Background: an optimization exercise with open tools, aiming at small area. Do not read the settings as production practice. Where RTL was checked, it was by simulation tests only, not by an equivalence proof against the original. No activity file was given, so power comes from the tool's default toggle rates.

==> flow/design.v (excerpt) <==
module sprite_display_top (
	input  wire         CLK,
	input  wire         RESET,
	input  wire         avl_cs,
	input  wire         avl_read,
	input  wire         avl_write,
	input  wire [3:0]   avl_byte_en,
	input  wire [8:0]   avl_addr,
	input  wire [31:0]  avl_writedata,
	output logic [31:0] readdata,
	output logic [3:0]  red,
	output logic [3:0]  green,
	output logic [3:0]  blue,
	output logic        hs,
	output logic        vs,
	output logic        blank,
	output logic        pixel_clk
);
Size in the first run: about 1700 cells after synthesis, roughly 580 flip-flops, about 0.026 mm² of cells after synthesis.
export LEC_CHECK = 0
export CAP_MARGIN = 20
export CORE_MARGIN = 2
export CORE_UTILIZATION = 40
export PLACE_DENSITY = 0.6
export SLEW_MARGIN = 20
export SYNTH_HIERARCHICAL = 1
create_clock -name core_clock -period 8.0 [get_ports {CLK}]
standard.sh (not shown) runs the stock make flow with config.mk's settings and CLKGATE_MAP_FILE= SYNTH_SCRIPT=/design/flow/synth_recipe.tcl, a recipe that flattens the netlist after the stock synthesis.
==> flow/flow/run.sh <==
#!/bin/bash
# the standard layout, with an area-oriented abc mapping script (registers untouched),
# single-drive port buffers and a smaller clock tree
set -euo pipefail
here=$(pwd)
export FLOW_SYNTH_TCL=$here/synth_recipe.tcl
export MY_ABC_SCRIPT=$here/flow/area.abc
bash standard.sh \
  "SYNTH_SCRIPT=$here/flow/my_synth.tcl" \
  "BUFFER_PORTS_ARGS=-buffer_cell sky130_fd_sc_hd__buf_1" \
  "CTS_ARGS=-sink_clustering_enable -repair_clock_nets -buf_list sky130_fd_sc_hd__clkbuf_16 -sink_clustering_size 28 -sink_clustering_max_diameter 80 -dont_use_dummy_load" \
  finish > standard.log 2>&1
==> flow/flow/area.abc <==
&get -n
&st
&dch
&nf -R 1000
&st
&syn2
&if -g -K 6
&synch2
&nf -R 1000
&st
&syn2
&if -g -K 6
&synch2
&nf -R 1000
&put
==> flow/flow/my_synth.tcl <==
# The standard flow's synthesis script, with ORFS's abc call given this folder's abc script
set f [open $::env(FLOW_SYNTH_TCL)]; set my_txt [read $f]; close $f
set f [open $::env(SCRIPTS_DIR)/synth.tcl]; set synth_txt [read $f]; close $f
set synth_txt [string map [list {log_cmd abc {*}$abc_args} "lset abc_args 1 $::env(MY_ABC_SCRIPT); log_cmd abc {*}\$abc_args"] $synth_txt]
set my_txt [string map [list {source $::env(SCRIPTS_DIR)/synth.tcl} $synth_txt] $my_txt]
eval $my_txt
Edit:
--- a/flow/config.mk
+++ b/flow/config.mk
@@ -9,4 +9,4 @@
 export CORE_MARGIN = 2
-export CORE_UTILIZATION = 40
-export PLACE_DENSITY = 0.6
+export CORE_UTILIZATION = 60
+export PLACE_DENSITY = 0.75
 export SLEW_MARGIN = 20
Outcome: The new run finished clean. Utilization rises by 22 points. Via count rises by 1.5%. Sequential power stays flat. Total power hardly moves. First-iteration DRC count rises by 14%. Cell area falls by 1.6%. Setup slack improves by 0.017 ns. Routed wire length falls by 6.7%.

The RTL this note starts from:
==> flow/design.v <==
`default_nettype none
`timescale 1ns/1ps
module avalon_regs (
	input  wire          CLK,
	input  wire          RESET,
	input  wire          avl_cs,
	input  wire          avl_read,
	input  wire          avl_write,
	input  wire [3:0]    avl_byte_en,
	input  wire [8:0]    avl_addr,
	input  wire [31:0]   avl_writedata,
	output logic [31:0]  readdata,
	output logic [255:0] objects,
	output logic [255:0] palette
);
	logic [3:0]  widx;
	logic [31:0] words [16];
	logic [31:0] rd_word;
	assign widx = {avl_addr[8], avl_addr[2:0]};
	logic [31:0] wdata;
	assign wdata = avl_writedata & {32{~RESET}};
	logic [15:0] wsel;
	logic [3:0]  lsel;
	assign lsel = avl_byte_en | {4{RESET}};
	for (genvar w = 0; w < 16; w++) begin : g_word
		assign wsel[w] = RESET | (avl_cs & avl_write & (widx == w));
		for (genvar b = 0; b < 4; b++) begin : g_lane
			always_ff @(posedge CLK) begin
				if (wsel[w] & lsel[b]) words[w][b*8 +: 8] <= wdata[b*8 +: 8];
			end
		end
		if (w < 8) begin : g_obj
			assign objects[w*32 +: 32] = words[w];
		end else begin : g_pal
			assign palette[(w-8)*32 +: 32] = words[w];
		end
	end
	logic [15:0] rsel;
	logic        rhold;
	assign rhold = ~RESET & ~(avl_cs & avl_read);
	always_comb begin
		rd_word = readdata & {32{rhold}};
		for (int w = 0; w < 16; w++) begin
			rsel[w] = ~RESET & avl_cs & avl_read & (widx == w);
			rd_word = rd_word | (words[w] & {32{rsel[w]}});
		end
	end
	always_ff @(posedge CLK) begin
		readdata <= rd_word;
	end
endmodule
`default_nettype wire
`default_nettype none
`timescale 1ns/1ps
module vga_timing (
	input  wire        CLK,
	input  wire        RESET,
	output logic       pix_en,
	output logic [9:0] draw_x,
	output logic [9:0] draw_y,
	output logic       vis1,
	output logic       top1,
	output logic       hs,
	output logic       vs,
	output logic       blank,
	output logic       pixel_clk
);
	logic pix_phase;
	assign pix_en    = pix_phase;
	assign pixel_clk = pix_phase;
	always_ff @(posedge CLK) begin
		if (RESET) begin
			pix_phase <= 1'b0;
			draw_x    <= '0;
			draw_y    <= '0;
		end else begin
			pix_phase <= ~pix_phase;
			if (pix_en) begin
				if (draw_x == 10'd799) begin
					draw_x <= '0;
					if (draw_y == 10'd524) draw_y <= '0;
					else draw_y <= draw_y + 1'b1;
				end else begin
					draw_x <= draw_x + 1'b1;
				end
			end
		end
	end
	logic x0;
	assign x0 = (draw_x == 10'd0);
	assign vis1 = (draw_x != 10'd0) && (draw_x <= 10'd640) && (draw_y < 10'd480);
	assign top1 = x0 ? ((draw_y != 10'd0) && (draw_y <= 10'd240)) : (draw_y < 10'd240);
	assign blank = (draw_x >= 10'd2) && (draw_x < 10'd642) && (draw_y < 10'd480);
	assign hs    = !((draw_x >= 10'd658) && (draw_x < 10'd754));
	assign vs    = (draw_x >= 10'd2) ? !((draw_y == 10'd490) || (draw_y == 10'd491))
	                                 : !((draw_y == 10'd491) || (draw_y == 10'd492));
endmodule
`default_nettype wire
`default_nettype none
`timescale 1ns/1ps
module object_scanner (
	input  wire         CLK,
	input  wire         pix_en,
	input  wire [9:0]   draw_x,
	input  wire [9:0]   draw_y,
	input  wire [255:0] objects,
	output logic [3:0]  idx
);
	function automatic logic in_span(
		input logic [9:0] p,
		input logic [9:0] o,
		input logic [1:0] k
	);
		logic [10:0] b;
		logic [9:0]  x;
		logic [9:0]  z;
		b[0] = 1'b0;
		for (int i = 0; i < 10; i++) begin
			x[i]   = p[i] ^ o[i];
			z[i]   = (x[i] == b[i]);
			b[i+1] = (~p[i] & o[i]) | (~x[i] & b[i]);
		end
		in_span = !b[10] && ((z[9:3] | (7'b0000111 >> (2'd3 - k))) == 7'h7f);
	endfunction
	function automatic logic obj_covers(
		input logic [31:0] obj,
		input logic [9:0]  px,
		input logic [9:0]  py
	);
		obj_covers = (obj[31:26] != 6'd0) && (obj[5:2] != 4'd15) &&
			in_span(px, obj[25:16], obj[27:26]) && in_span(py, obj[15:6], obj[27:26]);
	endfunction
	logic [3:0] idx_next;
	always_comb begin
		idx_next = 4'd15;
		for (int i = 7; i >= 0; i--) begin
			if (obj_covers(objects[i*32 +: 32], draw_x, draw_y)) idx_next = objects[i*32 + 2 +: 4];
		end
	end
	always_ff @(posedge CLK) begin
		if (pix_en) idx <= idx_next;
	end
endmodule
`default_nettype wire
`default_nettype none
`timescale 1ns/1ps
module layer_mixer (
	input  wire          CLK,
	input  wire          RESET,
	input  wire          pix_en,
	input  wire          vis1,
	input  wire          top1,
	input  wire [3:0]    idx,
	input  wire [255:0]  palette,
	output logic [11:0]  rgb
);
	logic [3:0]  sel_idx;
	logic [31:0] sel_entry;
	logic [11:0] sel_rgb;
	assign sel_idx   = (idx == 4'd15) ? {1'b0, top1, 2'b11} : idx;
	assign sel_entry = palette[sel_idx[3:1]*32 +: 32];
	assign sel_rgb   = sel_idx[0] ? sel_entry[24:13] : sel_entry[12:1];
	always_ff @(posedge CLK) begin
		if (RESET) begin
			rgb <= '0;
		end else if (pix_en) begin
			rgb <= vis1 ? sel_rgb : '0;
		end
	end
endmodule
`default_nettype wire
`default_nettype none
`timescale 1ns/1ps
module sprite_display_top (
	input  wire         CLK,
	input  wire         RESET,
	input  wire         avl_cs,
	input  wire         avl_read,
	input  wire         avl_write,
	input  wire [3:0]   avl_byte_en,
	input  wire [8:0]   avl_addr,
	input  wire [31:0]  avl_writedata,
	output logic [31:0] readdata,
	output logic [3:0]  red,
	output logic [3:0]  green,
	output logic [3:0]  blue,
	output logic        hs,
	output logic        vs,
	output logic        blank,
	output logic        pixel_clk
);
	logic [255:0] objects;
	logic [255:0] palette;
	logic         pix_en;
	logic [9:0]   draw_x;
	logic [9:0]   draw_y;
	logic         vis1;
	logic         top1;
	logic [3:0]   idx;
	logic [11:0]  rgb;
	avalon_regs i_avalon_regs (
		.CLK          (CLK),
		.RESET        (RESET),
		.avl_cs       (avl_cs),
		.avl_read     (avl_read),
		.avl_write    (avl_write),
		.avl_byte_en  (avl_byte_en),
		.avl_addr     (avl_addr),
		.avl_writedata(avl_writedata),
		.readdata     (readdata),
		.objects      (objects),
		.palette      (palette)
	);
	vga_timing i_vga_timing (
		.CLK      (CLK),
		.RESET    (RESET),
		.pix_en   (pix_en),
		.draw_x   (draw_x),
		.draw_y   (draw_y),
		.vis1     (vis1),
		.top1     (top1),
		.hs       (hs),
		.vs       (vs),
		.blank    (blank),
		.pixel_clk(pixel_clk)
	);
	object_scanner i_scanner (
		.CLK    (CLK),
		.pix_en (pix_en),
		.draw_x (draw_x),
		.draw_y (draw_y),
		.objects(objects),
		.idx    (idx)
	);
	layer_mixer i_layer_mixer (
		.CLK    (CLK),
		.RESET  (RESET),
		.pix_en (pix_en),
		.vis1   (vis1),
		.top1   (top1),
		.idx    (idx),
		.palette(palette),
		.rgb    (rgb)
	);
	assign red   = rgb[11:8];
	assign green = rgb[7:4];
	assign blue  = rgb[3:0];
endmodule
`default_nettype wire
make LEC_CHECK=0 CAP_MARGIN=20 CORE_MARGIN=2 CORE_UTILIZATION=40 CTS_BUF_LIST=sky130_fd_sc_hd__clkbuf_8 CTS_CLUSTER_DIAMETER=50 CTS_CLUSTER_SIZE=16 PLACE_DENSITY=0.6 SLEW_MARGIN=20 finish   # period 8.0 ns
run.sh (not shown) runs the stock make flow with config.mk's settings and CLKGATE_MAP_FILE= SYNTH_SCRIPT=/design/flow/synth_recipe.tcl, a recipe that flattens the netlist after the stock synthesis.
Stock flow here: none of the scripts above is used.
Next try:
--- a/flow/config.mk
+++ b/flow/config.mk
@@ -9,7 +9,7 @@
 export CORE_MARGIN = 2
 export CORE_UTILIZATION = 40
-export CTS_BUF_LIST = sky130_fd_sc_hd__clkbuf_8
-export CTS_CLUSTER_DIAMETER = 50
-export CTS_CLUSTER_SIZE = 16
+export CTS_BUF_LIST = sky130_fd_sc_hd__clkbuf_16
+export CTS_CLUSTER_DIAMETER = 80
+export CTS_CLUSTER_SIZE = 28
 export PLACE_DENSITY = 0.6
 export SLEW_MARGIN = 20
The changed run finished clean.
Sequential share of layout area grows by 0.44 points.
Cell area came out lower by 0.79%.
First-iteration DRC count rose by 6.0%.
Total power went down by 3.7%.
Area after synthesis does not change.
Combinational power barely changes.
Die area is unchanged.
Wire length goes down by about 0.4%.
Setup slack degrades by 0.024 ns.
Cell count goes down by 1.6%.
Function was not checked in any run of this note: the RTL went through the layout flow alone.

## job 101
RTL: the design.v shown in full above, as it stands there.
==> flow/config.mk <==
export PLATFORM = sky130hd
export DESIGN_NAME = sprite_display_top
export DESIGN_NICKNAME = sprite_display_top
export VERILOG_FILES = /design/flow/design.v
export SDC_FILE = /design/flow/constraint.sdc
export NUM_CORES = 4
export LEC_CHECK = 0
export CAP_MARGIN = 20
export CORE_MARGIN = 2
export CORE_UTILIZATION = 40
export PLACE_DENSITY = 0.6
export SLEW_MARGIN = 20
==> flow/constraint.sdc <==
create_clock -name core_clock -period 8.0 [get_ports {CLK}]
set_input_delay 1.6000 -clock core_clock [delete_from_list [all_inputs] [get_ports {CLK}]]
set_output_delay 1.6000 -clock core_clock [all_outputs]
set_load 0.01 [all_outputs]
standard.sh (not shown) runs the stock make flow with config.mk's settings and CLKGATE_MAP_FILE= SYNTH_SCRIPT=/design/flow/synth_recipe.tcl, a recipe that flattens the netlist after the stock synthesis.
==> flow/flow/run.sh <==
#!/bin/bash
# the standard layout, with single-drive port buffers and a smaller clock tree
set -euo pipefail
bash standard.sh \
  "BUFFER_PORTS_ARGS=-buffer_cell sky130_fd_sc_hd__buf_1" \
  "CTS_ARGS=-sink_clustering_enable -repair_clock_nets -buf_list sky130_fd_sc_hd__clkbuf_16 -sink_clustering_size 28 -sink_clustering_max_diameter 80 -dont_use_dummy_load" \
  finish > standard.log 2>&1
Input-level comparison between job 102 and job 101:
Settings: swapping 20 for 0 in SLEW_MARGIN; swapping 20 for 0 in CAP_MARGIN.
==> flow/flow/run.sh <==
#!/bin/bash
# the standard layout, with an area-oriented abc mapping script (registers untouched),
# single-drive port buffers and a smaller clock tree
set -euo pipefail
here=$(pwd)
export FLOW_SYNTH_TCL=$here/synth_recipe.tcl
export MY_ABC_SCRIPT=$here/flow/area.abc
bash standard.sh \
  "SYNTH_SCRIPT=$here/flow/my_synth.tcl" \
  "BUFFER_PORTS_ARGS=-buffer_cell sky130_fd_sc_hd__buf_1" \
  "CTS_ARGS=-sink_clustering_enable -repair_clock_nets -buf_list sky130_fd_sc_hd__clkbuf_16 -sink_clustering_size 28 -sink_clustering_max_diameter 80 -dont_use_dummy_load" \
  finish > standard.log 2>&1
==> flow/flow/area.abc (new file) <==
&get -n
&st
&dch
&nf -R 1000
&st
&syn2
&if -g -K 6
&synch2
&nf -R 1000
&st
&syn2
&if -g -K 6
&synch2
&nf -R 1000
&put
==> flow/flow/my_synth.tcl (new file) <==
# The standard flow's synthesis script, with ORFS's abc call given this folder's abc script
set f [open $::env(FLOW_SYNTH_TCL)]; set my_txt [read $f]; close $f
set f [open $::env(SCRIPTS_DIR)/synth.tcl]; set synth_txt [read $f]; close $f
set synth_txt [string map [list {log_cmd abc {*}$abc_args} "lset abc_args 1 $::env(MY_ABC_SCRIPT); log_cmd abc {*}\$abc_args"] $synth_txt]
set my_txt [string map [list {source $::env(SCRIPTS_DIR)/synth.tcl} $synth_txt] $my_txt]
eval $my_txt
Notes after the runs:
- Of job 102 and job 101, job 101 shows the lower total power draw, with job 102 above it.
- Data required time of the critical path delta (job 102 -> job 101): insignificant
- [compare] base=job 101 new=job 102: via count -3.6%; final critical-path required period +600 ps; combinational power +3.1%; clock latency on the worst-skew pair ~0 delta.
Edits applied to the flow inputs when going from job 102 to job 103:
Settings: CTS_BUF_LIST: unset -> sky130_fd_sc_hd__clkbuf_16; CTS_CLUSTER_SIZE: unset -> 28; CTS_CLUSTER_DIAMETER: unset -> 80.
==> flow/run.sh (new file) <==
#!/bin/bash
# synth_recipe.tcl (not shown) runs the flow's synth.tcl, then flattens the netlist and writes it again
# the make line also repeats each setting of config.mk as NAME=value (left out here)
make -C /OpenROAD-flow-scripts/flow DESIGN_CONFIG=/design/flow/config.mk WORK_HOME=/design/flow/orfs CLKGATE_MAP_FILE= SYNTH_SCRIPT=/design/flow/synth_recipe.tcl finish
removed: flow/flow/run.sh
removed: flow/flow/area.abc
removed: flow/flow/my_synth.tcl
removed: flow/standard.sh
==> notes.md <==
Both conditions hold for job 103: the flow ran to the end and the final layout passed the timing, design-rule and antenna checks.
Job 103 vs job 102: clock-buffer cell count up by a few percent
Job 103: cell count after placement is 96 higher than what job 102 reported.
Delta (job 103 minus job 102): non-clock inverter instance count of the final layout up 1; estimated wirelength of the detail-placed design up 1400 um; number of ordinary and repair buffers in the finished layout up 5.
In job 103 relative to job 102, netlist area before placement had gone up by a few percent.
Measured against job 103, the clock network power consumption of job 102 comes out at 0.859 times the reference value.
In job 103 relative to job 102, count of vias placed by the detailed router had gone up by a few percent.
Compound-cell area share of the yosys netlist up 0.99 points in job 103 wrt job 102
#### Input delta (job 104 over job 103)
Settings: CTS_CLUSTER_DIAMETER: 80 -> unset; CTS_BUF_LIST: sky130_fd_sc_hd__clkbuf_16 -> unset; CTS_CLUSTER_SIZE: 28 -> unset.
==> flow/flow/run.sh (new file) <==
#!/bin/bash
# the standard layout, with an area-oriented abc mapping script (registers untouched),
# single-drive port buffers and a smaller clock tree
set -euo pipefail
here=$(pwd)
export FLOW_SYNTH_TCL=$here/synth_recipe.tcl
export MY_ABC_SCRIPT=$here/flow/area.abc
bash standard.sh \
  "SYNTH_SCRIPT=$here/flow/my_synth.tcl" \
  "BUFFER_PORTS_ARGS=-buffer_cell sky130_fd_sc_hd__buf_1" \
  "CTS_ARGS=-sink_clustering_enable -repair_clock_nets -buf_list sky130_fd_sc_hd__clkbuf_16 -sink_clustering_size 34 -sink_clustering_max_diameter 80 -dont_use_dummy_load" \
  finish > standard.log 2>&1
==> flow/flow/area.abc (new file) <==
&get -n
&st
&dch
&nf -R 1000
&st
&syn2
&if -g -K 6
&synch2
&nf -R 1000
&st
&syn2
&if -g -K 6
&synch2
&nf -R 1000
&put
==> flow/flow/my_synth.tcl (new file) <==
# The standard flow's synthesis script, with ORFS's abc call given this folder's abc script
set f [open $::env(FLOW_SYNTH_TCL)]; set my_txt [read $f]; close $f
set f [open $::env(SCRIPTS_DIR)/synth.tcl]; set synth_txt [read $f]; close $f
set synth_txt [string map [list {log_cmd abc {*}$abc_args} "lset abc_args 1 $::env(MY_ABC_SCRIPT); log_cmd abc {*}\$abc_args"] $synth_txt]
set my_txt [string map [list {source $::env(SCRIPTS_DIR)/synth.tcl} $synth_txt] $my_txt]
eval $my_txt
==> flow/standard.sh (new file) <==
#!/bin/bash
# synth_recipe.tcl (not shown) runs the flow's synth.tcl, then flattens the netlist and writes it again
# the make line also repeats each setting of config.mk as NAME=value (left out here)
make -C /OpenROAD-flow-scripts/flow DESIGN_CONFIG=/design/flow/config.mk WORK_HOME=/design/flow/orfs CLKGATE_MAP_FILE= SYNTH_SCRIPT=/design/flow/synth_recipe.tcl "${@:-finish}"
removed: flow/run.sh
Results
Between job 103 and job 104, HPWL after detailed placement is higher for job 103, job 104 comes in under that. Number of instances in the synthesized netlist ends up lower on job 104. Sort job 103 and job 104 by area of combinational cells with multiple inputs desc -> top: job 103. Diff job 104..job 103 | count of cell instances traversed by the critical path | unchanged. Diff job 103 -> job 104 | adder and majority cell fraction of the synthesized area | increase of 0.29 points. Job 103 -> job 104: maximum frequency decreased by a few percent. Xor and xnor fraction of the mapped netlist area across job 103 and job 104: no real change. Relative to job 103, total routing resource utilization after global routing has increased by 0.52 points in job 104. Job 104 vs job 103 on final critical-path required period: job 104 is the higher one. Of job 103 and job 104, job 104 shows the lower net switching fraction of the power, with job 103 above it.
No run of this note included a check of the RTL's function; only the layout flow was run.

==> re-timing with driven ports <==
No port has a modelled driver above. Below, the same layouts with a new extraction and two added sets of constraints.
Step 1: set_driving_cell puts a clkbuf_16 on CLK and a buf_2 on each other input, an assumption about the parent block.
Step 2 also shifts input and output timing later by t, the mid clock arrival at the registers, as if the neighbouring blocks saw the same clock.
Three values: ideal ports, drivers, drivers and shift; two values: the first two.
| run | t, ns | setup WS [ns] | clock arrival spread, ns | worst register clock-pin slew, ns |
|---|---|---|---|---|
| the first run of note 1 | 0.656 | 1.570 / 1.570 / 1.570 | 0.075 / 0.076 | 0.11 / 0.11 |
| the second run of note 1 | 0.653 | 1.587 / 1.587 / 1.587 | 0.067 / 0.067 | 0.11 / 0.11 |
| the first run of note 2 | 0.740 | 1.334 / 1.334 / 1.334 | 0.035 / 0.035 | 0.11 / 0.11 |
| the second run of note 2 | 0.693 | 1.311 / 1.311 / 1.311 | 0.029 / 0.029 | 0.11 / 0.11 |
| job 101 | 0.670 | 1.658 / 1.658 / 1.658 | 0.080 / 0.080 | 0.11 / 0.11 |
| job 102 | 0.676 | 1.057 / 1.057 / 1.057 | 0.069 / 0.069 | 0.11 / 0.11 |
| job 103 | 0.680 | 1.387 / 1.387 / 1.387 | 0.035 / 0.035 | 0.11 / 0.11 |
| job 104 | 0.647 | 1.132 / 1.132 / 1.132 | 0.081 / 0.082 | 0.12 / 0.12 |
After both steps setup and hold are still met in every run listed.
